What follows belongs to an exercise in optimizing a design on an open flow for small area; a production flow would make more cautious choices.
In this exercise RTL edits were held to simulation tests only and were not proved equivalent to the original.
Power figures rest on the tool's default switching activity, not on a simulated workload.

== alpha ==
==> flow/design.v (excerpt) <==
module axi_dma_mc_sched #(
  parameter int NUM_CH     = 4,
  parameter int AXI_ADDR_W = 32,
  parameter int AXI_DATA_W = 128,
  parameter int LEN_W      = 24,
  parameter int MAX_BURST  = 16,
  parameter int MAX_OUT    = 8
) (
  input  logic                   clk,
  input  logic                   rst_n,
  input  logic [NUM_CH-1:0]            ch_req_valid,
  output logic [NUM_CH-1:0]            ch_req_ready,
  input  logic [NUM_CH*AXI_ADDR_W-1:0] ch_req_src,
  input  logic [NUM_CH*AXI_ADDR_W-1:0] ch_req_dst,
  input  logic [NUM_CH*LEN_W-1:0]      ch_req_len,
  output logic                         cmd_valid,
  input  logic                         cmd_ready,
  output logic [((NUM_CH > 1) ? $clog2(NUM_CH) : 1)-1:0] cmd_ch,
  output logic [AXI_ADDR_W-1:0]        cmd_src,
  output logic [AXI_ADDR_W-1:0]        cmd_dst,
  output logic [7:0]                   cmd_len,
  output logic                         cmd_last,
  input  logic                         cpl_valid,
  input  logic [((NUM_CH > 1) ? $clog2(NUM_CH) : 1)-1:0] cpl_ch,
  input  logic                         cpl_err,
  output logic [NUM_CH-1:0]      ch_busy,
  output logic [NUM_CH-1:0]      ch_done,
  output logic [NUM_CH-1:0]      ch_err,
  input  logic [NUM_CH-1:0]      intr_en,
  input  logic [NUM_CH-1:0]      intr_clr,
  output logic                   intr_pend,
  output logic                   proto_err
);
Size in the first run: roughly 1900 cells after synthesis, ~470 I/O pins.
Settings: LEC_CHECK=0, CAP_MARGIN=20, CORE_MARGIN=2, CORE_UTILIZATION=60, SLEW_MARGIN=20; clock period 9.0 ns.
standard.sh (not shown) runs the stock make flow with config.mk's settings and CLKGATE_MAP_FILE= SYNTH_SCRIPT=/design/flow/synth_recipe.tcl, a recipe that flattens the netlist after the stock synthesis.
==> flow/flow/run.sh <==
#!/bin/bash
# Own layout flow: the standard ORFS flow (standard.sh), with
#  - synthesis run unchanged except for an area-oriented ABC mapping script
#    (registers are mapped by dfflibmap before ABC, so they are the standard ones);
#  - port buffers of the smallest buffer cell;
#  - a clock tree from small clock buffers, without dummy loads.
# Each tool's output goes to a log file of its own in the work folder.
set -euo pipefail
W=$(pwd)
rm -rf "$W/orfs_scripts"
cp -r "$FLOW_HOME/scripts" "$W/orfs_scripts"
cp "$W/flow/abc_area.script" "$W/orfs_scripts/abc_area.script"
bash standard.sh SCRIPTS_DIR="$W/orfs_scripts" ABC_AREA=1 synth > "$W/flow_synth.log" 2>&1
source "$W/flow/knobs.sh"
bash standard.sh "${KNOBS[@]}" finish > "$W/flow_layout.log" 2>&1
==> flow/flow/abc_area.script <==
strash; &get -n; &fraig -x; &put; scorr; dc2; dretime; strash; &get -n; &dch -f; &nf -R 1000; &put; strash; dc2; &get -n; &dch -f; &nf -R 1000; &put; topo
==> flow/flow/knobs.sh <==
KNOBS=(
  "BUFFER_PORTS_ARGS=-buffer_cell sky130_fd_sc_hd__buf_1"
  "CTS_ARGS=-sink_clustering_enable -repair_clock_nets -dont_use_dummy_load -sink_clustering_size 16 -sink_clustering_max_diameter 60 -buf_list {sky130_fd_sc_hd__clkbuf_8}"
)
Changes in beta relative to alpha:
--- a/flow/design.v
+++ b/flow/design.v
@@ -60,15 +60,15 @@
     any_elig = |elig;
   end
   assign take = ~cmd_valid_q | cmd_ready;
   assign load = any_elig & take;
   logic [AW-1:0] s_src, s_dst, n_src, n_dst;
   logic [RW-1:0] s_rem, n_rem;
   logic [3:0]    s_m1, d_m1, r_m1, m1;
-  logic          r_small, c_sd, c_sr, c_dr, pick_s, pick_d, pick_r, last;
+  logic          r_small, c_sd, c_sr, c_dr, pick_s, pick_d, pick_r, last, pg_s, pg_d;
   logic [4:0]    s_lo, d_lo, r_lo;
   logic [AW-5:0] s_hi_inc, d_hi_inc;
   logic [RW-5:0] r_hi_dec;
   always_comb begin
     s_src = '0;
     s_dst = '0;
     s_rem = '0;
@@ -85,16 +85,18 @@
     c_sr    = (s_m1 < r_m1);
     c_dr    = (d_m1 < r_m1);
     pick_s  = c_sd & c_sr;
     pick_d  = ~c_sd & c_dr;
     pick_r  = ~(pick_s | pick_d);
     m1      = ({4{pick_s}} & s_m1) | ({4{pick_d}} & d_m1) | ({4{pick_r}} & r_m1);
     last    = r_small & pick_r;
-    n_src   = s_src + {{(AW-4){1'b0}}, m1} + 1'b1;
-    n_dst   = s_dst + {{(AW-4){1'b0}}, m1} + 1'b1;
+    pg_s    = (s_src[7:4] == 4'hF) & c_sd & ~(r_m1 < s_m1);
+    pg_d    = (s_dst[7:4] == 4'hF) & ~c_sd & c_dr | (s_dst[7:4] == 4'hF) & (d_m1 == s_m1) & ~(r_m1 < d_m1);
+    n_src   = {s_src[AW-1:8] + {{(AW-9){1'b0}}, pg_s}, s_src[7:0] + {4'd0, m1} + 8'd1};
+    n_dst   = {s_dst[AW-1:8] + {{(AW-9){1'b0}}, pg_d}, s_dst[7:0] + {4'd0, m1} + 8'd1};
     n_rem   = s_rem - {{(RW-4){1'b0}}, m1} - 1'b1;
   end
   always_ff @(posedge clk) begin
     for (int i = 0; i < 4; i++) begin
       logic ld, up, hd;
       ld = ~busy_q[i];
       up = busy_q[i] & load & gnt[i];
==> comparison <==
beta: part of the total power dissipated in the clock network lower than alpha. Pin count of the biggest net entering global routing went down slightly going from alpha to beta. On final-layout clock-cell area share, beta and alpha are basically level. The end of the critical path comes out rem_q[0][19]$_DFF_P_ in one run and dst_q[3][27]$_DFF_P_ in the other, namely in beta and alpha respectively. Between beta and alpha, final routed wirelength across all metal layers is lower for beta, alpha comes in above that. Taking alpha as the reference, in beta number of nets in the layout moved down; total stage count of the critical path moved up; design area moved down. Re part of the power in combinational logic: beta and alpha aren't equal, and the higher value belongs to beta.

========
== job 3834 ==
The RTL this note starts from:
==> flow/design.v <==
module axi_dma_mc_sched #(
  parameter int NUM_CH     = 4,
  parameter int AXI_ADDR_W = 32,
  parameter int AXI_DATA_W = 128,
  parameter int LEN_W      = 24,
  parameter int MAX_BURST  = 16,
  parameter int MAX_OUT    = 8
) (
  input  logic                   clk,
  input  logic                   rst_n,
  input  logic [NUM_CH-1:0]            ch_req_valid,
  output logic [NUM_CH-1:0]            ch_req_ready,
  input  logic [NUM_CH*AXI_ADDR_W-1:0] ch_req_src,
  input  logic [NUM_CH*AXI_ADDR_W-1:0] ch_req_dst,
  input  logic [NUM_CH*LEN_W-1:0]      ch_req_len,
  output logic                         cmd_valid,
  input  logic                         cmd_ready,
  output logic [((NUM_CH > 1) ? $clog2(NUM_CH) : 1)-1:0] cmd_ch,
  output logic [AXI_ADDR_W-1:0]        cmd_src,
  output logic [AXI_ADDR_W-1:0]        cmd_dst,
  output logic [7:0]                   cmd_len,
  output logic                         cmd_last,
  input  logic                         cpl_valid,
  input  logic [((NUM_CH > 1) ? $clog2(NUM_CH) : 1)-1:0] cpl_ch,
  input  logic                         cpl_err,
  output logic [NUM_CH-1:0]      ch_busy,
  output logic [NUM_CH-1:0]      ch_done,
  output logic [NUM_CH-1:0]      ch_err,
  input  logic [NUM_CH-1:0]      intr_en,
  input  logic [NUM_CH-1:0]      intr_clr,
  output logic                   intr_pend,
  output logic                   proto_err
);
  localparam int AW = 28;
  localparam int RW = 20;
  logic [3:0]    busy_q, iss_q, done_q, err_q, stat_q;
  logic [3:0]    out_q [4];
  logic          intr_pend_q, proto_err_q, cmd_valid_q;
  logic [1:0]    ptr_q;
  logic [AW-1:0] src_q [4];
  logic [AW-1:0] dst_q [4];
  logic [RW-1:0] rem_q [4];
  logic [AW-1:0] cmd_src_q, cmd_dst_q;
  logic [3:0]    cmd_len_q;
  logic          cmd_last_q;
  logic [3:0] elig, gnt;
  logic [1:0] gnt_idx;
  logic       any_elig, take, load;
  always_comb begin
    for (int i = 0; i < 4; i++) elig[i] = iss_q[i] & ~out_q[i][3];
  end
  always_comb begin
    case (ptr_q)
      2'd0: gnt = elig[1] ? 4'b0010 : elig[2] ? 4'b0100 : elig[3] ? 4'b1000 : {3'b000, elig[0]};
      2'd1: gnt = elig[2] ? 4'b0100 : elig[3] ? 4'b1000 : elig[0] ? 4'b0001 : {2'b00, elig[1], 1'b0};
      2'd2: gnt = elig[3] ? 4'b1000 : elig[0] ? 4'b0001 : elig[1] ? 4'b0010 : {1'b0, elig[2], 2'b00};
      default: gnt = elig[0] ? 4'b0001 : elig[1] ? 4'b0010 : elig[2] ? 4'b0100 : {elig[3], 3'b000};
    endcase
    gnt_idx  = {gnt[3] | gnt[2], gnt[3] | gnt[1]};
    any_elig = |elig;
  end
  assign take = ~cmd_valid_q | cmd_ready;
  assign load = any_elig & take;
  logic [3:0] sel;
  assign sel = gnt & {4{take}};
  logic [AW-1:0] s_src, s_dst, n_src, n_dst;
  logic [RW-1:0] s_rem, n_rem;
  logic [3:0]    s_m1, d_m1, r_m1, m1;
  logic          r_small, c_sd, c_sr, c_dr, pick_s, pick_d, pick_r, last, pg_s, pg_d, rb;
  logic [4:0]    s_lo, d_lo, r_lo;
  logic [AW-5:0] s_hi_inc, d_hi_inc;
  logic [RW-5:0] r_hi_dec;
  always_comb begin
    s_src = '0;
    s_dst = '0;
    s_rem = '0;
    for (int i = 0; i < 4; i++) begin
      s_src = s_src | ({AW{sel[i]}} & ~src_q[i]);
      s_dst = s_dst | ({AW{sel[i]}} & ~dst_q[i]);
      s_rem = s_rem | ({RW{sel[i]}} & ~rem_q[i]);
    end
    s_m1    = (s_src[7:4] == 4'hF) ? ~s_src[3:0] : 4'hF;
    d_m1    = (s_dst[7:4] == 4'hF) ? ~s_dst[3:0] : 4'hF;
    r_m1    = (s_rem[RW-1:4] == '0) ? (s_rem[3:0] - 4'd1) : 4'hF;
    r_small = (s_rem[RW-1:5] == '0) && (!s_rem[4] || (s_rem[3:0] == 4'd0));
    c_sd    = (s_m1 <= d_m1);
    c_sr    = (s_m1 < r_m1);
    c_dr    = (d_m1 < r_m1);
    pick_s  = c_sd & c_sr;
    pick_d  = ~c_sd & c_dr;
    pick_r  = ~(pick_s | pick_d);
    m1      = ({4{pick_s}} & s_m1) | ({4{pick_d}} & d_m1) | ({4{pick_r}} & r_m1);
    last    = r_small & pick_r;
    pg_s    = (s_src[7:4] == 4'hF) & c_sd & ~(r_m1 < s_m1);
    pg_d    = (s_dst[7:4] == 4'hF) & ~c_sd & c_dr | (s_dst[7:4] == 4'hF) & (d_m1 == s_m1) & ~(r_m1 < d_m1);
    n_src   = {s_src[AW-1:8] + {{(AW-9){1'b0}}, pg_s}, s_src[7:0] + {4'd0, m1} + 8'd1};
    n_dst   = {s_dst[AW-1:8] + {{(AW-9){1'b0}}, pg_d}, s_dst[7:0] + {4'd0, m1} + 8'd1};
    rb      = (s_rem[3:0] <= s_m1) & (s_rem[3:0] <= d_m1) & (s_rem[3:0] <= r_m1);
    n_rem   = {s_rem[RW-1:4] - {{(RW-5){1'b0}}, rb}, s_rem[3:0] - m1 - 4'd1};
  end
  always_ff @(posedge clk) begin
    for (int i = 0; i < 4; i++) begin
      logic ld, up, hd;
      ld = ~busy_q[i];
      up = sel[i];
      hd = busy_q[i] & ~sel[i];
      src_q[i] <= ~(({AW{ld}} & ch_req_src[i*32+4 +: AW]) | ({AW{up}} & n_src) | ({AW{hd}} & ~src_q[i]));
      dst_q[i] <= ~(({AW{ld}} & ch_req_dst[i*32+4 +: AW]) | ({AW{up}} & n_dst) | ({AW{hd}} & ~dst_q[i]));
      rem_q[i] <= ~(({RW{ld}} & ch_req_len[i*24+4 +: RW]) | ({RW{up}} & n_rem) | ({RW{hd}} & ~rem_q[i]));
    end
  end
  always_ff @(posedge clk) begin
    cmd_src_q  <= s_src | ({AW{~take}} & cmd_src_q);
    cmd_dst_q  <= s_dst | ({AW{~take}} & cmd_dst_q);
    if (take) begin
      cmd_len_q  <= m1;
      cmd_last_q <= last;
    end
  end
  logic [3:0] cpl_hit, dec, acc, zlen, issue_now, cnt_up, cnt_dn;
  logic [3:0] out_d [4];
  logic [3:0] stat_d;
  always_comb begin
    for (int i = 0; i < 4; i++) begin
      cpl_hit[i]   = cpl_valid && (cpl_ch == 2'(i));
      dec[i]       = cpl_hit[i] && (out_q[i] != 4'd0);
      acc[i]       = ~busy_q[i] & ch_req_valid[i];
      zlen[i]      = (ch_req_len[i*24+4 +: RW] == '0);
      issue_now[i] = sel[i];
      cnt_up[i]    = issue_now[i] & ~dec[i];
      cnt_dn[i]    = dec[i] & ~issue_now[i];
      out_d[i][0]  = out_q[i][0] ^ (cnt_up[i] | cnt_dn[i]);
      out_d[i][1]  = out_q[i][1] ^ (cnt_up[i] & out_q[i][0] | cnt_dn[i] & ~out_q[i][0]);
      out_d[i][2]  = out_q[i][2] ^ (cnt_up[i] & (&out_q[i][1:0]) | cnt_dn[i] & ~(|out_q[i][1:0]));
      out_d[i][3]  = out_q[i][3] ^ (cnt_up[i] & (&out_q[i][2:0]) | cnt_dn[i] & ~(|out_q[i][2:0]));
      stat_d[i]    = (stat_q[i] & ~intr_clr[i]) | done_q[i];
    end
  end
  always_ff @(posedge clk or negedge rst_n) begin
    if (!rst_n) begin
      busy_q      <= '0;
      iss_q       <= '0;
      done_q      <= '0;
      err_q       <= '0;
      stat_q      <= '0;
      for (int i = 0; i < 4; i++) out_q[i] <= '0;
      intr_pend_q <= 1'b0;
      proto_err_q <= 1'b0;
      cmd_valid_q <= 1'b0;
      ptr_q       <= 2'd0;
    end else begin
      for (int i = 0; i < 4; i++) begin
        out_q[i] <= out_d[i];
        err_q[i] <= acc[i] ? 1'b0 : (err_q[i] | (dec[i] & cpl_err));
        if (!busy_q[i]) begin
          busy_q[i] <= ch_req_valid[i];
          iss_q[i]  <= ch_req_valid[i] & ~zlen[i];
          done_q[i] <= ch_req_valid[i] & zlen[i];
        end else if (iss_q[i]) begin
          if (issue_now[i] && last) iss_q[i] <= 1'b0;
          done_q[i] <= 1'b0;
        end else begin
          if (done_q[i]) begin
            busy_q[i] <= 1'b0;
            done_q[i] <= 1'b0;
          end else begin
            done_q[i] <= (out_q[i] == 4'd0) | ((out_q[i] == 4'd1) & cpl_hit[i]);
          end
        end
      end
      stat_q      <= stat_d;
      intr_pend_q <= |(stat_d & intr_en);
      proto_err_q <= proto_err_q | (|(cpl_hit & ~dec));
      if (take) cmd_valid_q <= any_elig;
      if (load) ptr_q <= gnt_idx;
    end
  end
  assign ch_req_ready = ~busy_q;
  assign ch_busy      = busy_q;
  assign ch_done      = done_q;
  assign ch_err       = err_q;
  assign intr_pend    = intr_pend_q;
  assign proto_err    = proto_err_q;
  assign cmd_valid    = cmd_valid_q;
  assign cmd_ch       = ptr_q;
  assign cmd_src      = {cmd_src_q, 4'd0};
  assign cmd_dst      = {cmd_dst_q, 4'd0};
  assign cmd_len      = {4'd0, cmd_len_q};
  assign cmd_last     = cmd_last_q;
endmodule
clock: 9.0 ns
lec_check: 0
cap_margin: 20
core_margin: 2
core_utilization: 60
slew_margin: 20
==> flow/flow/run.sh <==
#!/bin/bash
# Own layout flow: the standard ORFS flow (standard.sh), with
#  - synthesis run unchanged except that ABC uses an area-oriented mapping script
#    (flow/abc_area.script) and Yosys does not pre-extract half/full adder cells, so
#    ABC maps that logic too. Registers are mapped by dfflibmap before ABC, so they
#    are the standard synthesis's registers, with the same names and cells;
#  - port buffers of the smallest buffer cell;
#  - a clock tree of clkbuf_8 cells, without dummy loads.
# Each tool's output goes to a log file of its own in the work folder.
set -euo pipefail
W=$(pwd)
rm -rf "$W/orfs_scripts"
cp -r "$FLOW_HOME/scripts" "$W/orfs_scripts"
cp "$W/flow/abc_area.script" "$W/orfs_scripts/abc_area.script"
bash standard.sh SCRIPTS_DIR="$W/orfs_scripts" ABC_AREA=1 ADDER_MAP_FILE= synth > "$W/flow_synth.log" 2>&1
source "$W/flow/knobs.sh"
bash standard.sh "${KNOBS[@]}" finish > "$W/flow_layout.log" 2>&1
==> flow/flow/abc_area.script <==
strash; &get -n; &fraig -x; &put; scorr; dc2; dretime; strash; &get -n; &dch -f; &nf -R 1000; &put; strash; dc2; &get -n; &dch -f; &nf -R 1000; &put; strash; &get -n; &dch -f; &nf -R 1000 -p; &put; topo
Scripts as last shown in full above: flow/flow/knobs.sh
Modified inputs, job 7422 compared to job 3834
diff --git a/flow/design.v b/flow/design.v
--- a/flow/design.v
+++ b/flow/design.v
@@ -60,25 +60,23 @@
     any_elig = |elig;
   end
   assign take = ~cmd_valid_q | cmd_ready;
   assign load = any_elig & take;
-  logic [3:0] sel;
-  assign sel = gnt & {4{take}};
   logic [AW-1:0] s_src, s_dst, n_src, n_dst;
   logic [RW-1:0] s_rem, n_rem;
   logic [3:0]    s_m1, d_m1, r_m1, m1;
-  logic          r_small, c_sd, c_sr, c_dr, pick_s, pick_d, pick_r, last, pg_s, pg_d, rb;
+  logic          r_small, c_sd, c_sr, c_dr, pick_s, pick_d, pick_r, last, pg_s, pg_d;
   logic [4:0]    s_lo, d_lo, r_lo;
   logic [AW-5:0] s_hi_inc, d_hi_inc;
   logic [RW-5:0] r_hi_dec;
   always_comb begin
     s_src = '0;
     s_dst = '0;
     s_rem = '0;
     for (int i = 0; i < 4; i++) begin
-      s_src = s_src | ({AW{sel[i]}} & ~src_q[i]);
-      s_dst = s_dst | ({AW{sel[i]}} & ~dst_q[i]);
-      s_rem = s_rem | ({RW{sel[i]}} & ~rem_q[i]);
+      s_src = s_src | ({AW{gnt[i]}} & ~src_q[i]);
+      s_dst = s_dst | ({AW{gnt[i]}} & ~dst_q[i]);
+      s_rem = s_rem | ({RW{gnt[i]}} & ~rem_q[i]);
     end
     s_m1    = (s_src[7:4] == 4'hF) ? ~s_src[3:0] : 4'hF;
     d_m1    = (s_dst[7:4] == 4'hF) ? ~s_dst[3:0] : 4'hF;
     r_m1    = (s_rem[RW-1:4] == '0) ? (s_rem[3:0] - 4'd1) : 4'hF;
@@ -94,46 +92,40 @@
     pg_s    = (s_src[7:4] == 4'hF) & c_sd & ~(r_m1 < s_m1);
     pg_d    = (s_dst[7:4] == 4'hF) & ~c_sd & c_dr | (s_dst[7:4] == 4'hF) & (d_m1 == s_m1) & ~(r_m1 < d_m1);
     n_src   = {s_src[AW-1:8] + {{(AW-9){1'b0}}, pg_s}, s_src[7:0] + {4'd0, m1} + 8'd1};
     n_dst   = {s_dst[AW-1:8] + {{(AW-9){1'b0}}, pg_d}, s_dst[7:0] + {4'd0, m1} + 8'd1};
-    rb      = (s_rem[3:0] <= s_m1) & (s_rem[3:0] <= d_m1) & (s_rem[3:0] <= r_m1);
-    n_rem   = {s_rem[RW-1:4] - {{(RW-5){1'b0}}, rb}, s_rem[3:0] - m1 - 4'd1};
+    n_rem   = s_rem - {{(RW-4){1'b0}}, m1} - 1'b1;
   end
   always_ff @(posedge clk) begin
     for (int i = 0; i < 4; i++) begin
       logic ld, up, hd;
       ld = ~busy_q[i];
-      up = sel[i];
-      hd = busy_q[i] & ~sel[i];
+      up = busy_q[i] & load & gnt[i];
+      hd = busy_q[i] & ~(load & gnt[i]);
       src_q[i] <= ~(({AW{ld}} & ch_req_src[i*32+4 +: AW]) | ({AW{up}} & n_src) | ({AW{hd}} & ~src_q[i]));
       dst_q[i] <= ~(({AW{ld}} & ch_req_dst[i*32+4 +: AW]) | ({AW{up}} & n_dst) | ({AW{hd}} & ~dst_q[i]));
       rem_q[i] <= ~(({RW{ld}} & ch_req_len[i*24+4 +: RW]) | ({RW{up}} & n_rem) | ({RW{hd}} & ~rem_q[i]));
     end
   end
   always_ff @(posedge clk) begin
-    cmd_src_q  <= s_src | ({AW{~take}} & cmd_src_q);
-    cmd_dst_q  <= s_dst | ({AW{~take}} & cmd_dst_q);
     if (take) begin
+      cmd_src_q  <= s_src;
+      cmd_dst_q  <= s_dst;
       cmd_len_q  <= m1;
       cmd_last_q <= last;
     end
   end
-  logic [3:0] cpl_hit, dec, acc, zlen, issue_now, cnt_up, cnt_dn;
+  logic [3:0] cpl_hit, dec, acc, zlen, issue_now;
   logic [3:0] out_d [4];
   logic [3:0] stat_d;
   always_comb begin
     for (int i = 0; i < 4; i++) begin
       cpl_hit[i]   = cpl_valid && (cpl_ch == 2'(i));
       dec[i]       = cpl_hit[i] && (out_q[i] != 4'd0);
       acc[i]       = ~busy_q[i] & ch_req_valid[i];
       zlen[i]      = (ch_req_len[i*24+4 +: RW] == '0);
-      issue_now[i] = sel[i];
-      cnt_up[i]    = issue_now[i] & ~dec[i];
-      cnt_dn[i]    = dec[i] & ~issue_now[i];
-      out_d[i][0]  = out_q[i][0] ^ (cnt_up[i] | cnt_dn[i]);
-      out_d[i][1]  = out_q[i][1] ^ (cnt_up[i] & out_q[i][0] | cnt_dn[i] & ~out_q[i][0]);
-      out_d[i][2]  = out_q[i][2] ^ (cnt_up[i] & (&out_q[i][1:0]) | cnt_dn[i] & ~(|out_q[i][1:0]));
-      out_d[i][3]  = out_q[i][3] ^ (cnt_up[i] & (&out_q[i][2:0]) | cnt_dn[i] & ~(|out_q[i][2:0]));
+      issue_now[i] = load & gnt[i];
+      out_d[i]     = out_q[i] + {3'd0, issue_now[i]} - {3'd0, dec[i]};
       stat_d[i]    = (stat_q[i] & ~intr_clr[i]) | done_q[i];
     end
   end
   always_ff @(posedge clk or negedge rst_n) begin
@@ -163,9 +155,9 @@
           if (done_q[i]) begin
             busy_q[i] <= 1'b0;
             done_q[i] <= 1'b0;
           end else begin
-            done_q[i] <= (out_q[i] == 4'd0) | ((out_q[i] == 4'd1) & cpl_hit[i]);
+            done_q[i] <= (out_d[i] == 4'd0);
           end
         end
       end
       stat_q      <= stat_d;
--- outcome ---
Summary of job 7422 over job 3834: via count now larger, worst hold slack grew by 41 ps, count of distinct cell types in the synthesized netlist decreased by 10% relative to the old numbers, vertical extent of the die went up, post-layout minimum cycle time +170 ps.
Diff job 3834 -> job 7422 | cell count | up slightly
Between job 3834 and job 7422, clock network fraction of design power is higher for job 3834, job 7422 comes in under that.
Job 7422 ends up with a number of synthesized flops with an enable pin that is 56 higher than in job 3834.
Launch point of the critical path: ptr_q[1] -> job 7422, cmd_ready -> job 3834
Job 3834 consumes less power than job 7422.
Job 7422 against job 3834: insertion delay to the later sink of the worst-skew pair did not really move, cell depth of the worst hold path lost 1, cell count after placement went up by 16.
When job 7422 is set beside job 3834, its sequential group share of total power turns out to be 2.0 points smaller.
Delta(aggregate global-route resource usage, job 7422 - job 3834) > 0

separate check: timing with driven ports:
In the flow no input, the clock included, has a driving cell. The finished layouts below were timed again as built, in two steps.
Step 1: set_driving_cell puts a clkbuf_16 on clk and a buf_2 on each other input, an assumption about the parent block.
Step 2 times the ports against the registers' clock, not the clock port: input delays grow and output delays shrink by t, the midpoint of the rising clock arrivals with the driver on.
a / b / c = ideal ports / drivers / drivers and shift; a / b = the first two.
run	t (ns)	setup slack, ns	hold WS [ns]	worst setup path after step 2	cell pins on the clock port's net
alpha	0.607	0.500 / 0.500 / 0.500	0.482 / 0.482 / 0.482	register to register	1
beta	0.595	0.682 / 0.682 / 0.682	0.500 / 0.500 / 0.500	register to register	1
job 3834	0.599	0.692 / 0.719 / 0.120	0.440 / 0.440 / 0.440	input to register	1
job 7422	0.607	0.525 / 0.525 / 0.525	0.481 / 0.481 / 0.481	register to register	1
After both steps every run listed still meets setup and hold. For job 3834, which loses most, drivers alone change the setup slack by +0.027 ns; drivers and shift together by -0.572 ns.
